This design comes from an exercise in tuning for small area, a short achievable clock period and few clock cycles per item on the open sky130 flow, not from production work.
Function was checked by simulation only, so behaviour that the tests miss may differ from the original.
No activity file was given, so power comes from the tool's default toggle rates.

==> flow/design.v, too long to show whole: its modules and the start of the top module <==
// module fc_stage0: 1926 lines
// module fc_stage1: 134 lines
// module fc_engine: 14 lines
// module layer_datapath: 20 lines
// module layer_sequencer: 53 lines
// module layer_top: 39 lines
module layer_top (
  input  logic  clk,
  input  logic  reset,
  input  logic  s_valid,
  output logic  s_ready,
  input  layer_pkg::data_t data_in,
  output logic  m_valid,
  input  logic  m_ready,
  output layer_pkg::data_t data_out
);
  // ...
==> flow/run.sh <==
#!/bin/bash
# synth_recipe.tcl (not shown) runs the flow's synth.tcl, then flattens the netlist and writes it again
# the make line also repeats each setting of config.mk as NAME=value (left out here)
make -C /OpenROAD-flow-scripts/flow DESIGN_CONFIG=/design/flow/config.mk WORK_HOME=/design/flow/orfs CLKGATE_MAP_FILE= SYNTH_SCRIPT=/design/flow/synth_recipe.tcl finish
==> flow/config.mk <==
export PLATFORM = sky130hd
export DESIGN_NAME = layer_top
export DESIGN_NICKNAME = layer_top
export VERILOG_FILES = /design/flow/design.v
export SDC_FILE = /design/flow/constraint.sdc
export NUM_CORES = 4
export LEC_CHECK = 0
export ABC_CLOCK_PERIOD_IN_PS = 3000
export CAP_MARGIN = 20
export CORE_MARGIN = 2
export CORE_UTILIZATION = 40
export PLACE_DENSITY = 0.6
export SLEW_MARGIN = 20
==> flow/constraint.sdc <==
create_clock -name core_clock -period 8.0 [get_ports {clk}]
set_input_delay 1.6000 -clock core_clock [delete_from_list [all_inputs] [get_ports {clk}]]
set_output_delay 1.6000 -clock core_clock [all_outputs]
set_load 0.01 [all_outputs]
==> summary.md, run 1 <==
| Metric | Value |
|---|---|
| Core area | 73000 um2 |
| P_leak | 12.2 nW |
| DP Worst Slack | 1.12 ns |
| Most used flip-flop cell after synthesis | edfxtp_1 |
| Peak VDD IR | 0.000199 V |
| Filler cells | 6701 |
| Final Hold Slack | 0.413 ns |
| Actual slew at the worst max-slew pin | 1.17 ns |
| Share of layout cells above drive strength 1 | 0.0845 |
| Clk slew on worst S/H paths | 0.06 ns |
| Achievable frequency | 144 MHz |
| Worst relative slew slack | 0.219 |
| Sw frac | 0.228 |
| DRC | 0 |
| Hold-fix buffers, CTS | 0 |
| Sequential-to-total area share from yosys stat | 0.356 |
| Most common cell after layout, fill and taps aside | a22oi_1 |
| Yosys reg bits | 356 |
| Post-synth ARST share | 0 |
| DR iter-0 viols | 2365 |
| Mapped Cells | 2473 |
| H-tree levels | 2 |
| Period Utilization, post-route | 0.867 |
| Yosys top cell area share | 0.341 |
| Synth-to-Final Area Change | 8.87% |
| Initial antenna violation count | 2 |
| Hold_sp | i_datapath.x_next[11] |
| Worst-path fanout max | 16 |
| Run status | no timing/DRC/antenna violations |
| Largest family of logic cells by synthesized area | adder cells |
| CLK BUF | 53 |
| Maximum number of pins on one net before global-route repair | 75 |
| Post-CTS resize count | 0 |
| Post-Synth Simple-Gate Area | 0.0381 |
| Non-clk bufs | 116 |
| P_int | 0.00331 W |
| Minimum clock period | 6.94 ns |
| Fraction of area in multi-input gates | 0.532 |
| Placed Area | 30700 um2 |
| Total Wirelength | 100 mm |
Testbench counts, summed over its fixed seeds: cycles 3,160, vectors 192.
==> run 2: changes to the inputs <==
--- a/flow/config.mk
+++ b/flow/config.mk
@@ -11,3 +11,4 @@
 export CORE_UTILIZATION = 40
 export PLACE_DENSITY = 0.6
+export SETUP_SLACK_MARGIN = 4
 export SLEW_MARGIN = 20
==> summary.md, run 2 <==
| Metric | Value |
|---|---|
| Cts bufs inserted | 42 |
| Peak VDD IR | 0.000159 V (-20%) |
| I/O pin cnt | 38 |
| Maximum number of pins on one net before global-route repair | 82 (+9.3%) |
| RSZ-0062 raised after global routing | true |
| Worst relative slew slack | 0.299 (+0.0794) |
| Die Area | 75800 um2 |
| Sequential-to-total area share from yosys stat | 0.356 (unchanged) |
| Clock Path Buffers | 3 |
| Power Dens Cells | 124 nW/um2 |
| Most frequent cells in the layout | 345 x a22oi_1, 335 x edfxtp_1, 252 x fa_1 |
| Die Span X | 275 um |
| Period Utilization, post-route | 0.719 (-0.149) |
| Most used flip-flop cell after synthesis | edfxtp_1 |
| Filler cells | 6514 (-2.8%) |
| Antenna Cells | 0 |
| Worst EP arrival | 6.09 ns |
| Vias per inst | 5.78 |
| Hold-fix buffers, CTS | 0 (unchanged) |
| Max cap viols | 0 |
| CTS tree | done |
| Post-synth EDFFs | 335 |
| Top cells by count, synth | 380 x a22oi_1, 335 x edfxtp_1, 333 x fa_1 |
| Startpoint Class | flop |
| Most used routing layer | met2 |
| P_leak | 13.1 nW (+7.3%) |
| Share of layout cells above drive strength 1 | 0.226 (+0.142) |
| Syn_nets | 2884 |
| Area of the multi-input gates | 18400 um2 |
| Post-Syn Area per Cell | 11.9 um2 |
| Mapped Cells | 2473 (unchanged) |
| Starting density of the core | 0.404 |
| Global-route usage over all layers | 0.280 |
| Yosys reg bits | 356 (unchanged) |
| Initial antenna violation count | 1 (-1) |
| Critical Path RT | 8.34 ns |
| Total grt overflow | 0 |
| Library cells used by synthesis | 81 |
| Post-synth ARST share | 0 (unchanged) |
| Via count | 20600 |
| Die height | 275 um |
| Nets | 2980 |
| H-tree levels | 2 (unchanged) |
| Core area | 73000 um2 (unchanged) |
| Hold Path Class | flop to flop |
| Synth top area cells | edfxtp_1 34%, fa_1 23%, a22oi_1 9.7%, xnor2_1 7.4%, xor2_1 6.6% |
| Vias in the first global route | 21500 |
| Synth area leader | edfxtp_1 |
| Post-layout total power | 0.00431 W |
| Sink Count | 356 |
| Total Wirelength | 105 mm (+4.9%) |
| Achievable frequency | 174 MHz (+21%) |
| DRC | 0 (unchanged) |
| Critical path class | flop to flop |
| 1st-pass router iterations | 9 |
| Clk slew on worst S/H paths | 0.06 ns (about the same) |
| Met1 Track Usage GR | 0.358 |
| Dpl hpwl | 80.0 mm |
| Slew Viols, Final | 0 |
| Wirelength per Cell | 29.5 um |
| Top Registers | i_datapath.x_cur: 128 flops, i_datapath.x_next: 128 flops, i_datapath.i_engine.r1_q: 64 flops |
| Final Hold Viols | 0 |
| GP Congestion | 1.01 |
| Met2 Use GR | 0.429 |
| Count leader, synth | a22oi_1 |
| Clk root buf | clkbuf_16 |
| Mapped Area | 29500 um2 |
| DR iter-0 viols | 2621 (+11%) |
| TNS Setup | 0 ns |
| Yosys top cell area share | 0.341 (unchanged) |
| Worst-path fanout max | 8 (-8) |
| Minimum clock period | 5.75 ns (-1.19 ns) |
| Post-route ant nets | 0 |
| Worst-Skew Late Latency | 0.61 ns |
| Core Rows | 99 |
| Run status | no timing/DRC/antenna violations |
| M3 GR Usage | 0.0627 |
| Clock Skew | 0.0358 ns |
| Synth-to-Final Area Change | 18.1% |
| YS warnings | 4 |
| Actual slew at the worst max-slew pin | 1.05 ns (-0.119 ns) |
| Wire length of the first global-routing pass | 151 mm |
| Area of all sequential standard cells | 10500 um2 |
| PortBufs | 36 |
| Setup crit end kind | flop |
| Setup violators final | 0 |
| Most common cell after layout, fill and taps aside | a22oi_1 |
[run 2: area by class of cell]
| class | count | share of cell area |
|---|---|---|
| Multi-Input combinational cell | 1655 | 0.528 |
| Sequential cell | 356 | 0.302 |
| Timing Repair Buffer | 241 | 0.0664 |
| Tap cell | 959 | 0.0345 |
| Clock buffer | 48 | 0.0311 |
| Inverter | 273 | 0.0300 |
| Clock inverter | 28 | 0.00784 |
[run 2: power by group]
part           switching, W  internal (W)  leakage (nW)
clock              0.000816       0.00106         0.658
combinational      0.000133      0.000140          9.03
sequential        0.0000397       0.00212          3.43
[run 2: kinds of logic (layout without fill, tap and decap cells)]
group | Yosys count | after routing | synth area share
muxes | 5 | 5 | 0.00212
buffers and inverters | 463 | 590 | 0.0663
other | 1 | 1 | 0.000127
AOI/OAI and AO/OA | 549 | 549 | 0.144
adders and majority gates | 391 | 391 | 0.251
DFF | 356 | 356 | 0.356
and+or+nand+nor | 231 | 232 | 0.0381
xor gates and xnor gates | 477 | 477 | 0.143
[run 2: layer usage]
| layer | part of all wire | wire length (um) |
|---|---|---|
| met3 | 0.089 | 9380 |
| met4 | 0.082 | 8640 |
| met1 | 0.39 | 40700 |
| met2 | 0.44 | 46300 |
| met5 | 0 | 0 |
[run 2: metrics by stage]
| step | instance area [um2] | setup WS, ns | hold WS (ns) | utilization | cells |
|---|---|---|---|---|---|
| after global placement | 30900 | 1.33 | 0.401 | 0.424 | 3333 |
| final | 34800 | 2.25 | 0.417 | 0.477 | 3560 |
| after CTS | 34000 | 2.35 | 0.413 | 0.466 | 3521 |
| after global routing | 34800 | 2.10 | 0.425 | 0.477 | 3560 |
| after detailed placement | 30900 | 1.37 | 0.405 | 0.424 | 3333 |
| after floorplan | 30000 | 2.40 | 0.400 | - | 2473 |
[run 2: worst max-delay path: stages (launching register included)]
cell,delay [ns]
dfxtp_4,0.38
clkinvlp_4,0.18
ha_4,0.43
nor2b_4,0.36
nor3_1,0.11
a21oi_2,0.29
buf_6,0.17
a22oi_1,0.07
xor2_1,0.18
fa_1,0.56
fa_1,0.45
fa_1,0.52
fa_2,0.42
xnor2_2,0.14
xnor2_1,0.19
xnor2_1,0.16
xnor2_1,0.16
xnor2_1,0.16
xnor2_1,0.16
xnor2_1,0.15
xnor3_1,0.24
[run 2: final timing paths]
kind / start / slack, ns / end / depth (start not counted)
setup / recovery: i_sequencer.out_j[0] / 2.25 / i_datapath.i_engine.r1_q[61] / 20
hold / removal: i_datapath.x_next[4] / 0.42 / i_datapath.x_cur[4] / 0
setup reg to reg: i_sequencer.out_j[0] / 2.25 / i_datapath.i_engine.r1_q[61] / 20
hold reg to reg: i_datapath.x_next[4] / 0.42 / i_datapath.x_cur[4] / 0
[run 2: what timing repair did]
item,in CTS,in global routing
resized for setup,198,115
setup endpoints to repair,152,73
setup buffers,110,38
gates cloned,2,0
pin swaps,67,83
==> run 3: changes to the inputs <==
--- a/flow/config.mk
+++ b/flow/config.mk
@@ -6,9 +6,7 @@
 export NUM_CORES = 4
 export LEC_CHECK = 0
-export ABC_CLOCK_PERIOD_IN_PS = 3000
 export CAP_MARGIN = 20
 export CORE_MARGIN = 2
 export CORE_UTILIZATION = 40
 export PLACE_DENSITY = 0.6
-export SETUP_SLACK_MARGIN = 4
 export SLEW_MARGIN = 20
==> summary.md, run 3 <==
| Metric | Value |
|---|---|
| Run status | no timing/DRC/antenna violations |
| Clk slew on worst S/H paths | 0.06 ns (about the same) |
| Achievable frequency | 144 MHz (-17%) |
| Yosys top cell area share | 0.341 (unchanged) |
| Library cells used by synthesis | 81 (unchanged) |
| H-tree levels | 2 (unchanged) |
| Post-Syn Area per Cell | 11.9 um2 (unchanged) |
| CP cell instances | buf_4 -> inv_1 -> ha_1 -> nor2_1 -> nor3_1 -> buf_4 -> nand2b_1 -> a22oi_1 -> xnor2_1 -> fa_1 -> fa_1 -> fa_1 -> fa_1 -> fa_1 -> xnor2_1 -> xnor2_1 -> xnor2_1 -> xnor2_1 -> xnor2_1 -> xnor2_1 -> xnor2_1 -> xnor3_1 |
| Most common cell after layout, fill and taps aside | a22oi_1 |
| Wirelength per Cell | 29.2 um (-1.1%) |
| Initial antenna violation count | 2 (+1) |
| Filler cells | 6701 (+2.9%) |
| Core Rows | 99 (unchanged) |
| GP Congestion | 0.962 (-5.0%) |
| R2R cell count | 22 (+10%) |
| Area of all sequential standard cells | 10500 um2 (about the same) |
| Yosys reg bits | 356 (unchanged) |
| Peak VDD IR | 0.000199 V (+25%) |
| Hold Path Class | flop to flop |
| Die Span X | 275 um (unchanged) |
| Max incr delay on CP | 0.67 ns (+0.11 ns) |
| Startpoint Class | flop |
| Synth area leader | edfxtp_1 |
| Syn_nets | 2884 (unchanged) |
| Vias in the first global route | 20400 (-5.0%) |
| Clock Path Buffers | 3 (unchanged) |
| Global-route usage over all layers | 0.269 (-0.0119) |
| R2R Setup Slk | 1.06 ns (-1.19 ns) |
| Post-synth EDFFs | 335 (unchanged) |
| I/O pin cnt | 38 (unchanged) |
| Post-route ant nets | 0 (unchanged) |
| Worst r2r dst | i_datapath.i_engine.r1_q[61] |
| Worst EP arrival | 7.28 ns (+1.19 ns) |
| Post-synth ARST share | 0 (unchanged) |
| Critical Path RT | 8.34 ns (about the same) |
| Total Wirelength | 100 mm (-4.6%) |
| Final Hold Viols | 0 (unchanged) |
| Critical path class | flop to flop |
| Final setup margin | 1.06 ns (-1.19 ns) |
| Dpl hpwl | 79.6 mm (-0.48%) |
| DP Worst Slack | 1.12 ns (-0.252 ns) |
| Total grt overflow | 0 (unchanged) |
| Setup crit start | i_sequencer.out_j[0] |
| DRC | 0 (unchanged) |
| Most used cell, CP | xnor2_1 |
| Hold-fix buffers, CTS | 0 (unchanged) |
| Most used flip-flop cell after synthesis | edfxtp_1 |
| Worst-Skew Late Latency | 0.60 ns (about the same) |
| YS warnings | 4 (unchanged) |
| Power Dens Cells | 134 nW/um2 (+8.1%) |
| Cts bufs inserted | 41 (-2.4%) |
| TNS Setup | 0 ns (unchanged) |
| Actual slew at the worst max-slew pin | 1.17 ns (+0.119 ns) |
| Core area | 73000 um2 (unchanged) |
| Post-CTS Setup Inserts | 0 (-100%) |
| Critical-path top delay cell | ha_1 |
| Setup violators final | 0 (unchanged) |
| 1st-pass router iterations | 9 (unchanged) |
| Via count | 20100 (-2.6%) |
| Nets | 2853 (-4.3%) |
| Count leader, synth | a22oi_1 |
| Crit path depth | 22 (+10%) |
| P_leak | 12.2 nW (-6.8%) |
| Minimum clock period | 6.94 ns (+1.19 ns) |
| RSZ-0062 raised after global routing | false |
| Max cap viols | 0 (unchanged) |
| Most frequent cells in the layout | 380 x a22oi_1, 335 x edfxtp_1, 333 x fa_1 |
| Setup crit end kind | flop |
| Vias per inst | 5.84 (+1.0%) |
| Worst relative slew slack | 0.219 (-0.0794) |
| Mapped Area | 29500 um2 (unchanged) |
| Die height | 275 um (unchanged) |
| Die Area | 75800 um2 (unchanged) |
| CP top delay family | adder cells |
| CTS tree | done |
| R2r startpoint | i_sequencer.out_j[0] |
| Clk root buf | clkbuf_16 |
| Top cells by count, synth | 380 x a22oi_1, 335 x edfxtp_1, 333 x fa_1 |
| Post-CTS resize count | 0 (-100%) |
| Area of the multi-input gates | 17100 um2 (-7.2%) |
| Period Utilization, post-route | 0.867 (+0.149) |
| Maximum number of pins on one net before global-route repair | 75 (-8.5%) |
| Slew Viols, Final | 0 (unchanged) |
| Sequential-to-total area share from yosys stat | 0.356 (unchanged) |
| Wire length of the first global-routing pass | 145 mm (-4.0%) |
| Starting density of the core | 0.404 (unchanged) |
| PortBufs | 36 (unchanged) |
| Clock Skew | 0.0232 ns (-0.0125 ns) |
| Sink Count | 356 (unchanged) |
| Synth top area cells | edfxtp_1 34%, fa_1 23%, a22oi_1 9.7%, xnor2_1 7.4%, xor2_1 6.6% |
| Critical Path Sink | i_datapath.i_engine.r1_q[61] |
| Mapped Cells | 2473 (unchanged) |
| Worst-path fanout max | 16 (+8) |
| DR iter-0 viols | 2365 (-9.8%) |
| Crit path buffers/inverters | 3 (+1) |
| Top Registers | i_datapath.x_cur: 128 flops, i_datapath.x_next: 128 flops, i_datapath.i_engine.r1_q: 64 flops |
| Share of layout cells above drive strength 1 | 0.0845 (-0.142) |
| Synth-to-Final Area Change | 8.87% |
==> run 3: cell count changes in the layout (fill, tap and decap cells not counted), moves of 13 or more <==
cell     previous run  this run
fa_1              252       333
xnor2_2            15         2
inv_1             245       269
inv_2              22         2
xnor2_1           237       250
buf_12             14         0
a22oi_1           345       380
buf_6              37         0
nand2_1            63        79
fa_2               81         0
a22oi_2            38         3
buf_4             145        79
==> run 3: per-stage QoR <==
step | hold slack (ns) | total power, W | std cells | cell area (um2) | util
2_1_floorplan | 0.400 | 0.00234 | 2473 | 29500 | -
3_3_place_gp | 0.401 | 0.00246 | 3357 | 30700 | 0.421
3_5_place_dp | 0.405 | 0.00246 | 3357 | 30700 | 0.421
4_1_cts | 0.412 | 0.00435 | 3432 | 32100 | 0.439
5_1_grt | 0.417 | 0.00445 | 3433 | 32100 | 0.440
6_report | 0.413 | 0.00429 | 3434 | 32100 | 0.440
==> run 3: worst min path at each step <==
stage	startpoint	endpoint	slack [ns]	cells past startpoint
finish	i_datapath.x_next[11]	i_datapath.x_cur[11]	0.41	0
detailed placement	i_datapath.x_next[11]	i_datapath.x_cur[11]	0.41	0
global placement	i_datapath.x_next[11]	i_datapath.x_cur[11]	0.40	0
floorplan	i_datapath.x_next[0]	i_datapath.x_cur[0]	0.40	0
CTS	i_datapath.x_next[11]	i_datapath.x_cur[11]	0.41	0
global route	i_datapath.x_next[3]	i_datapath.x_cur[3]	0.42	0
==> run 3: area by class of cell <==
| type | count | share of cell area |
|---|---|---|
| clock inverters | 22 | 0.00706 |
| repair buffers | 116 | 0.0300 |
| diodes | 1 | 0.0000780 |
| flip-flops and latches | 356 | 0.327 |
| well taps | 959 | 0.0374 |
| clock buffers | 53 | 0.0346 |
| inverters | 273 | 0.0322 |
| multi-input cells | 1654 | 0.532 |
==> run 3: metal layers <==
layer	GRT usage	up-vias	part of all wire
li1	-	8398	-
met1	0.350	10200	0.39
met2	0.415	1153	0.45
met3	0.0639	255	0.092
met4	0.146	2	0.063
met5	0	-	0.00014
==> run 3: cells by family (layout without fill, tap and decap cells) <==
| group | count (synthesis) | count (layout) | share of synthesized area |
|---|---|---|---|
| AOI/OAI and AO/OA | 549 | 549 | 0.144 |
| xor gates and xnor gates | 477 | 477 | 0.143 |
| buffers and inverters | 463 | 464 | 0.0663 |
| adders and majority gates | 391 | 391 | 0.251 |
| DFF | 356 | 356 | 0.356 |
| and+or+nand+nor | 231 | 231 | 0.0381 |
| muxes | 5 | 5 | 0.00212 |
| other | 1 | 2 | 0.000127 |
==> run 3: power breakdown <==
part           total [W]  switching [W]  internal [W]
Clock            0.00187       0.000807       0.00106
Combinational   0.000260       0.000129      0.000131
Sequential       0.00216      0.0000408       0.00212

==> afterwards: timing with drivers on the ports <==
No port has a modelled driver above. Below, the same layouts with a new extraction and two added sets of constraints. Step 1: set_driving_cell puts a clkbuf_16 on clk and a buf_2 on each other input, an assumption about the parent block. Step 2 adds t to the input delays and takes it off the output delays; t is the mean of the earliest and latest rising clock arrival at the registers after step 1. Input paths then give back, and output paths get back, about the clock's delay inside the block. Three values: ideal, step 1, step 2; two values: the first two.
run	t (ns)	setup WS [ns]	hold WS [ns]	worst setup path at the end	slew at the worst register clock pin (ns)
run 1	0.654	1.062 / 1.062 / 1.062	0.413 / 0.413 / 0.413	register to register	0.07 / 0.07
run 2	0.657	2.252 / 2.252 / 2.252	0.417 / 0.417 / 0.417	register to register	0.07 / 0.07
run 3	0.654	1.062 / 1.062 / 1.062	0.413 / 0.413 / 0.413	register to register	0.07 / 0.07
After both steps every run listed still meets setup and hold.
